From an optimization exercise on the open Yosys and OpenROAD flow, aimed at small area and few clock cycles per item; shortcuts taken in it are not production practice. The RTL was checked by simulation tests, not by an equivalence proof against the original design. Power figures rest on the tool's default switching activity, not on a simulated workload.

==> inputs of wip/delta <==
==> flow/design.v <==
module point_loader #(
  parameter int LEN    = 256,
  parameter int WORD   = 32,
  parameter int SETTLE = 2
) (
  input  logic            clk,
  input  logic            rst,
  input  logic [LEN-1:0]  p,
  input  logic            in_valid,
  output logic            in_ready,
  input  logic [WORD-1:0] in_data,
  output logic [LEN-1:0]  chk_x,
  output logic [LEN-1:0]  chk_y,
  input  logic            chk_valid,
  output logic            out_valid,
  input  logic            out_ready,
  output logic [LEN-1:0]  out_x,
  output logic [LEN-1:0]  out_y,
  output logic            out_on_curve,
  output logic            out_range_err
);
  localparam int NW   = LEN / WORD;         
  logic [2*LEN-1:0] buf_q;      
  logic [WORD-1:0]  hold;       
  logic [NW-1:0]    wsel;       
  logic             wy;         
  logic             full;       
  logic             shown;      
  logic             ge;         
  logic             x_err;
  logic             r_err;      
  logic             hand;       
  logic             free;       
  logic             xfer;
  logic [WORD-1:0]  pw;
  logic             ge_new;
  logic             first;      
  logic             last;       
  assign hand     = shown && out_ready;
  assign free     = !full || hand;
  assign first    = wsel[0] && !wy;
  assign last     = wsel[NW-1] && wy;
  assign in_ready = !rst && (free || first);
  assign xfer     = in_valid && in_ready;
  always_comb begin
    pw = '0;
    for (int i = 0; i < NW; i++) pw = pw | (p[i*WORD +: WORD] & {WORD{wsel[i]}});
  end
  assign ge_new = (in_data > pw) || ((in_data == pw) && (wsel[0] || ge));
  assign chk_x         = buf_q[LEN-1:0];
  assign chk_y         = buf_q[2*LEN-1:LEN];
  assign out_x         = buf_q[LEN-1:0];
  assign out_y         = buf_q[2*LEN-1:LEN];
  assign out_valid     = shown;
  assign out_range_err = r_err;
  assign out_on_curve  = chk_valid && !r_err;
  always_ff @(posedge clk) begin
    if (rst) begin
      wsel   <= NW'(1);
      wy     <= 1'b0;
      full   <= 1'b0;
      shown  <= 1'b0;
    end else begin
      if (hand) begin
        full   <= 1'b0;
        shown  <= 1'b0;
      end else if (full) begin
        shown <= 1'b1;
      end
      if (xfer) begin
        wsel <= {wsel[NW-2:0], wsel[NW-1]};
        if (wsel[NW-1]) wy <= !wy;
        if (last) full <= 1'b1;
      end
    end
  end
  always_ff @(posedge clk) begin
    if (xfer) begin
      ge <= ge_new;
      if (wsel[NW-1] && !wy) x_err <= ge_new;
      if (last) r_err <= x_err || ge_new;
    end
  end
  always_ff @(posedge clk) begin
    if (xfer && first) hold <= in_data;
  end
  always_ff @(posedge clk) begin
    if (free) buf_q[WORD-1:0] <= hold;
    if (xfer && free) buf_q[2*LEN-1:WORD] <= {in_data, buf_q[2*LEN-1:2*WORD]};
  end
endmodule
==> flow/flow/run.sh <==
#!/bin/bash
# Standard ORFS layout, with plain minimum-size buffers on the ports instead of the
# buffer cell buffer_ports picks by default, and a clock tree without dummy loads.
set -euo pipefail
export BUFFER_PORTS_ARGS="-buffer_cell sky130_fd_sc_hd__buf_1"
export CTS_ARGS="-sink_clustering_enable -repair_clock_nets -dont_use_dummy_load -buf_list sky130_fd_sc_hd__clkbuf_4 -sink_clustering_size 8 -sink_clustering_max_diameter 50"
bash standard.sh > standard.log 2>&1
==> flow/standard.sh <==
#!/bin/bash
# synth_recipe.tcl (not shown) runs the flow's synth.tcl, then flattens the netlist and writes it again
# the make line also repeats each setting of config.mk as NAME=value (left out here)
make -C /OpenROAD-flow-scripts/flow DESIGN_CONFIG=/design/flow/config.mk WORK_HOME=/design/flow/orfs CLKGATE_MAP_FILE= SYNTH_SCRIPT=/design/flow/synth_recipe.tcl "${@:-finish}"
==> flow/config.mk <==
export PLATFORM = sky130hd
export DESIGN_NAME = point_loader
export DESIGN_NICKNAME = point_loader
export VERILOG_FILES = /design/flow/design.v
export SDC_FILE = /design/flow/constraint.sdc
export NUM_CORES = 4
export LEC_CHECK = 0
export CAP_MARGIN = 5
export CORE_AREA = 10 10 420 420
export CTS_BUF_LIST = sky130_fd_sc_hd__clkbuf_4
export CTS_CLUSTER_DIAMETER = 50
export CTS_CLUSTER_SIZE = 8
export DIE_AREA = 0 0 430 430
export SLEW_MARGIN = 5
==> flow/constraint.sdc <==
create_clock -name core_clock -period 5.0 [get_ports {clk}]
set_input_delay 1.0000 -clock core_clock [delete_from_list [all_inputs] [get_ports {clk}]]
set_output_delay 1.0000 -clock core_clock [all_outputs]
set_load 0.01 [all_outputs]
==> wip/yarrow: changes against wip/delta <==
==> flow/design.v (replaced) <==
module point_loader #(
  parameter int LEN    = 256,
  parameter int WORD   = 32,
  parameter int SETTLE = 2
) (
  input  logic            clk,
  input  logic            rst,
  input  logic [LEN-1:0]  p,
  input  logic            in_valid,
  output logic            in_ready,
  input  logic [WORD-1:0] in_data,
  output logic [LEN-1:0]  chk_x,
  output logic [LEN-1:0]  chk_y,
  input  logic            chk_valid,
  output logic            out_valid,
  input  logic            out_ready,
  output logic [LEN-1:0]  out_x,
  output logic [LEN-1:0]  out_y,
  output logic            out_on_curve,
  output logic            out_range_err
);
  localparam int NW   = LEN / WORD;         
  localparam int IDXW = $clog2(2 * NW);     
  logic [2*LEN-1:0] buf_q;      
  logic [WORD-1:0]  hold;       
  logic [IDXW-1:0]  widx;       
  logic             full;       
  logic             shown;      
  logic             ge;         
  logic             x_err;
  logic             r_err;      
  logic             hand;       
  logic             free;       
  logic             xfer;
  logic [WORD-1:0]  pw;
  logic             ge_new;
  assign hand     = shown && out_ready;
  assign free     = !full || hand;
  assign in_ready = !rst && (free || widx == '0);
  assign xfer     = in_valid && in_ready;
  assign pw     = p[widx[IDXW-2:0]*WORD +: WORD];
  assign ge_new = (in_data > pw) || ((in_data == pw) && (widx[IDXW-2:0] == '0 || ge));
  assign chk_x         = buf_q[LEN-1:0];
  assign chk_y         = buf_q[2*LEN-1:LEN];
  assign out_x         = buf_q[LEN-1:0];
  assign out_y         = buf_q[2*LEN-1:LEN];
  assign out_valid     = shown;
  assign out_range_err = r_err;
  assign out_on_curve  = chk_valid && !r_err;
  always_ff @(posedge clk) begin
    if (rst) begin
      widx   <= '0;
      full   <= 1'b0;
      shown  <= 1'b0;
    end else begin
      if (hand) begin
        full   <= 1'b0;
        shown  <= 1'b0;
      end else if (full) begin
        shown <= 1'b1;
      end
      if (xfer) begin
        widx <= widx + 1'b1;
        if (widx == IDXW'(2 * NW - 1)) full <= 1'b1;
      end
    end
  end
  always_ff @(posedge clk) begin
    if (xfer) begin
      ge <= ge_new;
      if (widx == IDXW'(NW - 1)) x_err <= ge_new;
      if (widx == IDXW'(2 * NW - 1)) r_err <= x_err || ge_new;
    end
  end
  always_ff @(posedge clk) begin
    if (xfer && widx == '0) hold <= in_data;
  end
  for (genvar k = 0; k < 2 * NW; k++) begin : g_word
    always_ff @(posedge clk) begin
      if (k == 0) begin
        if (free) buf_q[k*WORD +: WORD] <= hold;
      end else begin
        if (xfer && free && widx == IDXW'(k)) buf_q[k*WORD +: WORD] <= in_data;
      end
    end
  end
endmodule
==> flow/flow/run.sh (replaced) <==
#!/bin/bash
# Standard ORFS layout, with plain minimum-size buffers on the ports instead of the
# buffer cell buffer_ports picks by default.
set -euo pipefail
export BUFFER_PORTS_ARGS="-buffer_cell sky130_fd_sc_hd__buf_1"
if [[ -n "${FLOW_PLACE_PINS_ARGS:-}" ]]; then export PLACE_PINS_ARGS="$FLOW_PLACE_PINS_ARGS"; fi
bash standard.sh > standard.log 2>&1
- ABC_AREA: unset -> 1
- CAP_MARGIN: 5 -> 20
- CORE_AREA: 10 10 420 420 -> 10 10 460 460
- CTS_BUF_LIST: sky130_fd_sc_hd__clkbuf_4 -> sky130_fd_sc_hd__clkbuf_2 sky130_fd_sc_hd__clkbuf_4 sky130_fd_sc_hd__clkbuf_8
- CTS_CLUSTER_DIAMETER: 50 -> unset
- CTS_CLUSTER_SIZE: 8 -> unset
- DIE_AREA: 0 0 430 430 -> 0 0 470 470
- SLEW_MARGIN: 5 -> 20
==> comparison <==
wip/delta ran to the end with no violations. wip/yarrow ran to the end with no violations. In wip/delta the register-to-register slack is higher than in wip/yarrow, by 490 ps. Against wip/delta, the count of clock-buffer cells in the layout of wip/yarrow is higher by 42. Between wip/delta and wip/yarrow, the lower synthesized cell count is in wip/delta (gap about 16%, measured against wip/yarrow). Clock skew: wip/yarrow is higher than wip/delta (0.86 ps). Against wip/delta, the utilization of wip/yarrow is lower by 1.2 points. In wip/yarrow the worst setup slack is worse than in wip/delta, by 610 ps. Between wip/delta and wip/yarrow, the lower critical path depth is in wip/delta (gap 4). Fmax: wip/delta is higher than wip/yarrow (about 16%). Against wip/delta, the area after synthesis of wip/yarrow is larger by about 3.3%. In wip/delta the via count is smaller than in wip/yarrow, by about 13%. Clock power: wip/delta is lower than wip/yarrow (54%).
==> figures <==
Syn Inst Count: wip/delta 1392; wip/yarrow 1662
Die span in y: wip/delta 430 µm; wip/yarrow 470 µm
Area of the mapped netlist: wip/delta 22820 µm²; wip/yarrow 23560 µm²
Launch instance of the worst register-to-register path: wip/delta wsel[0]; wip/yarrow widx[0]
First drt pass iteration count: wip/delta 5; wip/yarrow 8
Post-detailed-placement cell area: wip/delta 26890 µm²; wip/yarrow 28420 µm²
Final-layout non-clock buffer area share: wip/delta 19.02%; wip/yarrow 17.72%
Global-route wire length before repair: wip/delta 203.1 mm; wip/yarrow 249.2 mm
Logic depth of the worst path, buffers included: wip/delta 4; wip/yarrow 8
Crit Path Max Fanout: wip/delta 17; wip/yarrow 41
Proportion of power drawn by the clock network: wip/delta 27.1%; wip/yarrow 47.2%
Aggregate global-route resource usage: wip/delta 17.03%; wip/yarrow 17.88%
Cell depth of the worst min-delay path: wip/delta 2; wip/yarrow 1
Shortest clock period the worst path allows after layout: wip/delta 3849 ps; wip/yarrow 4456 ps
Achievable clock frequency: wip/delta 0.2598 GHz; wip/yarrow 0.2244 GHz
Run status: wip/delta no timing/DRC/antenna violations; wip/yarrow no timing/DRC/antenna violations
Number of synthesized register bits: wip/delta 558; wip/yarrow 553
Multi-input combinational cell count: wip/delta 285; wip/yarrow 519
Ratio of layout area to synthesized area: wip/delta 1.2094x; wip/yarrow 1.3141x
Launch instance of the worst min-delay path: wip/delta out_ready; wip/yarrow in_data[5]
Width of the die: wip/delta 430 µm; wip/yarrow 470 µm
Worst slew margin relative to its limit: wip/delta 30.93%; wip/yarrow 30.47%
Cell area after layout: wip/delta 27590 µm²; wip/yarrow 30960 µm²
Testbench counts of wip/delta, summed over its fixed seeds: cycles 12,816, items 800.
Testbench counts of wip/yarrow, summed over its fixed seeds: cycles 12,816, items 800.

* * *

==> run D: inputs <==
Another version of the RTL of point_loader (not shown whole).
## point_loader
module point_loader #(
  parameter int LEN    = 256,
  parameter int WORD   = 32,
  parameter int SETTLE = 2
) (
  input  logic            clk,
  input  logic            rst,
  input  logic [LEN-1:0]  p,
  input  logic            in_valid,
  output logic            in_ready,
  input  logic [WORD-1:0] in_data,
  output logic [LEN-1:0]  chk_x,
  output logic [LEN-1:0]  chk_y,
  input  logic            chk_valid,
  output logic            out_valid,
  input  logic            out_ready,
  output logic [LEN-1:0]  out_x,
  output logic [LEN-1:0]  out_y,
  output logic            out_on_curve,
  output logic            out_range_err
);
  localparam int NW   = LEN / WORD;         
  localparam int IDXW = $clog2(2 * NW);     
  logic [2*LEN-1:0] buf_q;      
  logic [WORD-1:0]  hold;       
  logic             hold_v;
  logic [IDXW-1:0]  widx;       
  logic             full;       
  logic             shown;      
  logic             ge;         
  logic             x_err;
  logic             r_err;      
  logic             hand;       
  logic             free;       
  logic             xfer;
  logic [WORD-1:0]  pw;
  logic             ge_new;
  assign hand     = shown && out_ready;
  assign free     = !full || hand;
  assign in_ready = !rst && (free || (widx == '0 && !hold_v));
  assign xfer     = in_valid && in_ready;
  assign pw     = p[widx[IDXW-2:0]*WORD +: WORD];
  ...
==> module point_loader, before the edit <==
module point_loader #(
  parameter int LEN    = 256,
  parameter int WORD   = 32,
  parameter int SETTLE = 2
) (
  input  logic            clk,
  input  logic            rst,
  input  logic [LEN-1:0]  p,
  input  logic            in_valid,
  output logic            in_ready,
  input  logic [WORD-1:0] in_data,
  output logic [LEN-1:0]  chk_x,
  output logic [LEN-1:0]  chk_y,
  input  logic            chk_valid,
  output logic            out_valid,
  input  logic            out_ready,
  output logic [LEN-1:0]  out_x,
  output logic [LEN-1:0]  out_y,
  output logic            out_on_curve,
  output logic            out_range_err
);
  localparam int NW   = LEN / WORD;         
  localparam int IDXW = $clog2(2 * NW);     
  logic [2*LEN-1:0] buf_q;      
  logic [WORD-1:0]  hold;       
  logic             hold_v;
  logic [IDXW-1:0]  widx;       
  logic             full;       
  logic             shown;      
  logic             ge;         
  logic             x_err;
  logic             r_err;      
  logic             hand;       
  logic             free;       
  logic             xfer;
  logic [WORD-1:0]  pw;
  logic             ge_new;
  assign hand     = shown && out_ready;
  assign free     = !full || hand;
  assign in_ready = !rst && (free || (widx == '0 && !hold_v));
  assign xfer     = in_valid && in_ready;
  assign pw     = p[widx[IDXW-2:0]*WORD +: WORD];
  assign ge_new = (in_data > pw) || ((in_data == pw) && (widx[IDXW-2:0] == '0 || ge));
  assign chk_x         = buf_q[LEN-1:0];
  assign chk_y         = buf_q[2*LEN-1:LEN];
  assign out_x         = buf_q[LEN-1:0];
  assign out_y         = buf_q[2*LEN-1:LEN];
  assign out_valid     = shown;
  assign out_range_err = r_err;
  assign out_on_curve  = chk_valid && !r_err;
  always_ff @(posedge clk) begin
    if (rst) begin
      widx   <= '0;
      full   <= 1'b0;
      shown  <= 1'b0;
      hold_v <= 1'b0;
    end else begin
      if (hand) begin
        full   <= 1'b0;
        shown  <= 1'b0;
        hold_v <= 1'b0;
      end else if (full) begin
        shown <= 1'b1;
      end
      if (xfer) begin
        widx <= widx + 1'b1;
        if (!free) hold_v <= 1'b1;
        if (widx == IDXW'(2 * NW - 1)) full <= 1'b1;
      end
    end
  end
  always_ff @(posedge clk) begin
    if (xfer) begin
      ge <= ge_new;
      if (widx == IDXW'(NW - 1)) x_err <= ge_new;
      if (widx == IDXW'(2 * NW - 1)) r_err <= x_err || ge_new;
    end
  end
  always_ff @(posedge clk) begin
    if (xfer && !free) hold <= in_data;
  end
  for (genvar k = 0; k < 2 * NW; k++) begin : g_word
    always_ff @(posedge clk) begin
      if (k == 0) begin
        if (free && hold_v) buf_q[k*WORD +: WORD] <= hold;
        else if (xfer && free && widx == IDXW'(k)) buf_q[k*WORD +: WORD] <= in_data;
      end else begin
        if (xfer && free && widx == IDXW'(k)) buf_q[k*WORD +: WORD] <= in_data;
      end
    end
  end
endmodule
==> flow/config.mk <==
export PLATFORM = sky130hd
export DESIGN_NAME = point_loader
export DESIGN_NICKNAME = point_loader
export VERILOG_FILES = /design/flow/design.v
export SDC_FILE = /design/flow/constraint.sdc
export NUM_CORES = 4
export LEC_CHECK = 0
export CAP_MARGIN = 20
export CORE_AREA = 10 10 460 460
export DIE_AREA = 0 0 470 470
export SLEW_MARGIN = 20
==> flow/constraint.sdc <==
create_clock -name core_clock -period 5.0 [get_ports {clk}]
set_input_delay 1.0000 -clock core_clock [delete_from_list [all_inputs] [get_ports {clk}]]
set_output_delay 1.0000 -clock core_clock [all_outputs]
set_load 0.01 [all_outputs]
run.sh (not shown) runs the stock make flow with config.mk's settings and CLKGATE_MAP_FILE= SYNTH_SCRIPT=/design/flow/synth_recipe.tcl, a recipe that flattens the netlist after the stock synthesis.
Stock flow here: none of the scripts above is used.
==> run M (differences from run D) <==
--- a/flow/design.v
+++ b/flow/design.v
@@ -22,7 +22,6 @@
   localparam int NW   = LEN / WORD;         
-  localparam int IDXW = $clog2(2 * NW);     
   logic [2*LEN-1:0] buf_q;      
   logic [WORD-1:0]  hold;       
-  logic             hold_v;
-  logic [IDXW-1:0]  widx;       
+  logic [NW-1:0]    wsel;       
+  logic             wy;         
   logic             full;       
@@ -37,8 +36,15 @@
   logic             ge_new;
+  logic             first;      
+  logic             last;       
   assign hand     = shown && out_ready;
   assign free     = !full || hand;
-  assign in_ready = !rst && (free || (widx == '0 && !hold_v));
+  assign first    = wsel[0] && !wy;
+  assign last     = wsel[NW-1] && wy;
+  assign in_ready = !rst && (free || first);
   assign xfer     = in_valid && in_ready;
-  assign pw     = p[widx[IDXW-2:0]*WORD +: WORD];
-  assign ge_new = (in_data > pw) || ((in_data == pw) && (widx[IDXW-2:0] == '0 || ge));
+  always_comb begin
+    pw = '0;
+    for (int i = 0; i < NW; i++) pw = pw | (p[i*WORD +: WORD] & {WORD{wsel[i]}});
+  end
+  assign ge_new = (in_data > pw) || ((in_data == pw) && (wsel[0] || ge));
   assign chk_x         = buf_q[LEN-1:0];
@@ -52,6 +58,6 @@
     if (rst) begin
-      widx   <= '0;
+      wsel   <= NW'(1);
+      wy     <= 1'b0;
       full   <= 1'b0;
       shown  <= 1'b0;
-      hold_v <= 1'b0;
     end else begin
@@ -60,3 +66,2 @@
         shown  <= 1'b0;
-        hold_v <= 1'b0;
       end else if (full) begin
@@ -65,5 +70,5 @@
       if (xfer) begin
-        widx <= widx + 1'b1;
-        if (!free) hold_v <= 1'b1;
-        if (widx == IDXW'(2 * NW - 1)) full <= 1'b1;
+        wsel <= {wsel[NW-2:0], wsel[NW-1]};
+        if (wsel[NW-1]) wy <= !wy;
+        if (last) full <= 1'b1;
       end
@@ -74,4 +79,4 @@
       ge <= ge_new;
-      if (widx == IDXW'(NW - 1)) x_err <= ge_new;
-      if (widx == IDXW'(2 * NW - 1)) r_err <= x_err || ge_new;
+      if (wsel[NW-1] && !wy) x_err <= ge_new;
+      if (last) r_err <= x_err || ge_new;
     end
@@ -79,13 +84,7 @@
   always_ff @(posedge clk) begin
-    if (xfer && !free) hold <= in_data;
+    if (xfer && first) hold <= in_data;
   end
-  for (genvar k = 0; k < 2 * NW; k++) begin : g_word
-    always_ff @(posedge clk) begin
-      if (k == 0) begin
-        if (free && hold_v) buf_q[k*WORD +: WORD] <= hold;
-        else if (xfer && free && widx == IDXW'(k)) buf_q[k*WORD +: WORD] <= in_data;
-      end else begin
-        if (xfer && free && widx == IDXW'(k)) buf_q[k*WORD +: WORD] <= in_data;
-      end
-    end
+  always_ff @(posedge clk) begin
+    if (free) buf_q[WORD-1:0] <= hold;
+    if (xfer && free) buf_q[2*LEN-1:WORD] <= {in_data, buf_q[2*LEN-1:2*WORD]};
   end
==> flow/flow/run.sh (new file) <==
#!/bin/bash
# Standard ORFS layout, with plain minimum-size buffers on the ports instead of the
# buffer cell buffer_ports picks by default.
set -euo pipefail
export BUFFER_PORTS_ARGS="-buffer_cell sky130_fd_sc_hd__buf_1"
bash standard.sh > standard.log 2>&1
==> flow/standard.sh (new file) <==
#!/bin/bash
# synth_recipe.tcl (not shown) runs the flow's synth.tcl, then flattens the netlist and writes it again
# the make line also repeats each setting of config.mk as NAME=value (left out here)
make -C /OpenROAD-flow-scripts/flow DESIGN_CONFIG=/design/flow/config.mk WORK_HOME=/design/flow/orfs CLKGATE_MAP_FILE= SYNTH_SCRIPT=/design/flow/synth_recipe.tcl "${@:-finish}"
Settings changed: CORE_AREA 10 10 460 460 to 10 10 420 420, CTS_BUF_LIST set to sky130_fd_sc_hd__clkbuf_2 sky130_fd_sc_hd__clkbuf_4 sky130_fd_sc_hd__clkbuf_8, DIE_AREA 0 0 470 470 to 0 0 430 430, PLACE_DENSITY set to 0.85.
removed: flow/run.sh
==> run B (differences from run D) <==
--- a/flow/design.v
+++ b/flow/design.v
@@ -22,7 +22,6 @@
   localparam int NW   = LEN / WORD;         
-  localparam int IDXW = $clog2(2 * NW);     
   logic [2*LEN-1:0] buf_q;      
   logic [WORD-1:0]  hold;       
-  logic             hold_v;
-  logic [IDXW-1:0]  widx;       
+  logic [NW-1:0]    wsel;       
+  logic             wy;         
   logic             full;       
@@ -37,8 +36,15 @@
   logic             ge_new;
+  logic             first;      
+  logic             last;       
   assign hand     = shown && out_ready;
   assign free     = !full || hand;
-  assign in_ready = !rst && (free || (widx == '0 && !hold_v));
+  assign first    = wsel[0] && !wy;
+  assign last     = wsel[NW-1] && wy;
+  assign in_ready = !rst && (free || first);
   assign xfer     = in_valid && in_ready;
-  assign pw     = p[widx[IDXW-2:0]*WORD +: WORD];
-  assign ge_new = (in_data > pw) || ((in_data == pw) && (widx[IDXW-2:0] == '0 || ge));
+  always_comb begin
+    pw = '0;
+    for (int i = 0; i < NW; i++) pw = pw | (p[i*WORD +: WORD] & {WORD{wsel[i]}});
+  end
+  assign ge_new = (in_data > pw) || ((in_data == pw) && (wsel[0] || ge));
   assign chk_x         = buf_q[LEN-1:0];
@@ -52,6 +58,6 @@
     if (rst) begin
-      widx   <= '0;
+      wsel   <= NW'(1);
+      wy     <= 1'b0;
       full   <= 1'b0;
       shown  <= 1'b0;
-      hold_v <= 1'b0;
     end else begin
@@ -60,3 +66,2 @@
         shown  <= 1'b0;
-        hold_v <= 1'b0;
       end else if (full) begin
@@ -65,5 +70,5 @@
       if (xfer) begin
-        widx <= widx + 1'b1;
-        if (!free) hold_v <= 1'b1;
-        if (widx == IDXW'(2 * NW - 1)) full <= 1'b1;
+        wsel <= {wsel[NW-2:0], wsel[NW-1]};
+        if (wsel[NW-1]) wy <= !wy;
+        if (last) full <= 1'b1;
       end
@@ -74,4 +79,4 @@
       ge <= ge_new;
-      if (widx == IDXW'(NW - 1)) x_err <= ge_new;
-      if (widx == IDXW'(2 * NW - 1)) r_err <= x_err || ge_new;
+      if (wsel[NW-1] && !wy) x_err <= ge_new;
+      if (last) r_err <= x_err || ge_new;
     end
@@ -79,13 +84,7 @@
   always_ff @(posedge clk) begin
-    if (xfer && !free) hold <= in_data;
+    if (xfer && first) hold <= in_data;
   end
-  for (genvar k = 0; k < 2 * NW; k++) begin : g_word
-    always_ff @(posedge clk) begin
-      if (k == 0) begin
-        if (free && hold_v) buf_q[k*WORD +: WORD] <= hold;
-        else if (xfer && free && widx == IDXW'(k)) buf_q[k*WORD +: WORD] <= in_data;
-      end else begin
-        if (xfer && free && widx == IDXW'(k)) buf_q[k*WORD +: WORD] <= in_data;
-      end
-    end
+  always_ff @(posedge clk) begin
+    if (free) buf_q[WORD-1:0] <= hold;
+    if (xfer && free) buf_q[2*LEN-1:WORD] <= {in_data, buf_q[2*LEN-1:2*WORD]};
   end
==> flow/flow/run.sh (new file) <==
#!/bin/bash
# Standard ORFS layout, with plain minimum-size buffers on the ports instead of the
# buffer cell buffer_ports picks by default, and a clock tree without dummy loads.
set -euo pipefail
export BUFFER_PORTS_ARGS="-buffer_cell sky130_fd_sc_hd__buf_1"
export CTS_ARGS="-sink_clustering_enable -repair_clock_nets -dont_use_dummy_load -buf_list {sky130_fd_sc_hd__clkbuf_2 sky130_fd_sc_hd__clkbuf_4 sky130_fd_sc_hd__clkbuf_8}"
bash standard.sh > standard.log 2>&1
==> flow/standard.sh (new file) <==
#!/bin/bash
# synth_recipe.tcl (not shown) runs the flow's synth.tcl, then flattens the netlist and writes it again
# the make line also repeats each setting of config.mk as NAME=value (left out here)
make -C /OpenROAD-flow-scripts/flow DESIGN_CONFIG=/design/flow/config.mk WORK_HOME=/design/flow/orfs CLKGATE_MAP_FILE= SYNTH_SCRIPT=/design/flow/synth_recipe.tcl "${@:-finish}"
Settings changed: CORE_AREA 10 10 460 460 to 10 10 420 420, CTS_BUF_LIST set to sky130_fd_sc_hd__clkbuf_2 sky130_fd_sc_hd__clkbuf_4 sky130_fd_sc_hd__clkbuf_8, DIE_AREA 0 0 470 470 to 0 0 430 430.
removed: flow/run.sh
==> comparison table <==
metric                                                               run D              run M               run B
Number of cells after detailed placement                              4904               4411                4402
Simple logic cell fraction of the synthesized area                  1.461%             2.506%              2.506%
Worst IR drop on VDD                                             0.2185 mV          0.1694 mV           0.1647 mV
Static Leakage                                                  0.01294 uW        0.008816 uW         0.008341 uW
Worst min-delay path startpoint                            full$_SDFF_PP0_  hold[8]$_DFFE_PP_  hold[26]$_DFFE_PP_
Global Route met3 Usage                                             10.97%             9.061%              7.522%
Synthesized instance count                                            1367               1392                1392
Crit Path Max Fanout                                                    50                 19                  17
Global-route wire length before repair                            227.0 mm           229.7 mm            204.1 mm
Max_slew headroom                                                   36.17%             27.01%              30.99%
Pin count of the biggest net entering global routing                    51                 80                 137
Net switching power                                                2796 uW            3310 uW             2783 uW
Finished Layout Cells                                                 5056               4635                4521
Die Span Y                                                     470 microns        430 microns         430 microns
Number of sequential storage elements                                  554                558                 558
Maximum operating frequency                                      243.9 MHz          271.7 MHz           270.4 MHz
Antenna cell count                                                      28                 31                  21
Layout cell share with drive strength beyond 1                      13.20%             9.042%              6.185%
Actual transition at the worst max-transition pin                0.9575 ns           1.095 ns            1.035 ns
Worst-skew pair later-pin latency                                  0.70 ns            0.81 ns             0.83 ns
# rows                                                                 165                150                 150
Total power draw                                                  11240 uW           11530 uW            10100 uW
Worst-case register-to-register setup slack                        0.90 ns            1.32 ns             1.53 ns
Final Worst Setup Slack                                          0.9000 ns           1.320 ns            1.302 ns
DR vias/cell                                                         3.245              3.803               3.681
Status                                    no timing/DRC/antenna violations  no timing/DRC/antenna violations  no timing/DRC/antenna violations
Total of plain and repair buffers excluding clock buffers             1401               1361                1352
Testbench counts of run D, summed over its fixed seeds: cycles 12,816, items 800.
Testbench counts of run M, summed over its fixed seeds: cycles 12,816, items 800.
Testbench counts of run B, summed over its fixed seeds: cycles 12,816, items 800.

-- what the ideal ports hide --
In the flow no input, the clock included, has a driving cell. The finished layouts below were timed again as built, in two steps. Step 1 assumes that a clkbuf_16 drives the clock port and a buf_2 every other input. Step 2 times the ports against the registers' clock, not the clock port: input delays grow and output delays shrink by t, the midpoint of the rising clock arrivals with the driver on. Three values: ideal ports, drivers, drivers and shift; two values: the first two.
run | shift t [ns] | slack for setup (ns) | clock arrival spread, ns
wip/delta | 1.032 | 1.151 / 1.067 / 1.238 | 0.085 / 0.086
wip/yarrow | 0.956 | 0.544 / 0.454 / 1.023 | 0.067 / 0.067
run D | 0.778 | 0.900 / 0.803 / 0.591 | 0.036 / 0.036
run M | 0.867 | 1.320 / 1.320 / 1.210 | 0.068 / 0.067
run B | 0.865 | 1.302 / 1.215 / 1.325 | 0.110 / 0.110
After both steps every run listed still meets setup and hold. The setup slack of run D, which loses most, moves by -0.097 ns with the drivers and by -0.309 ns with both steps.
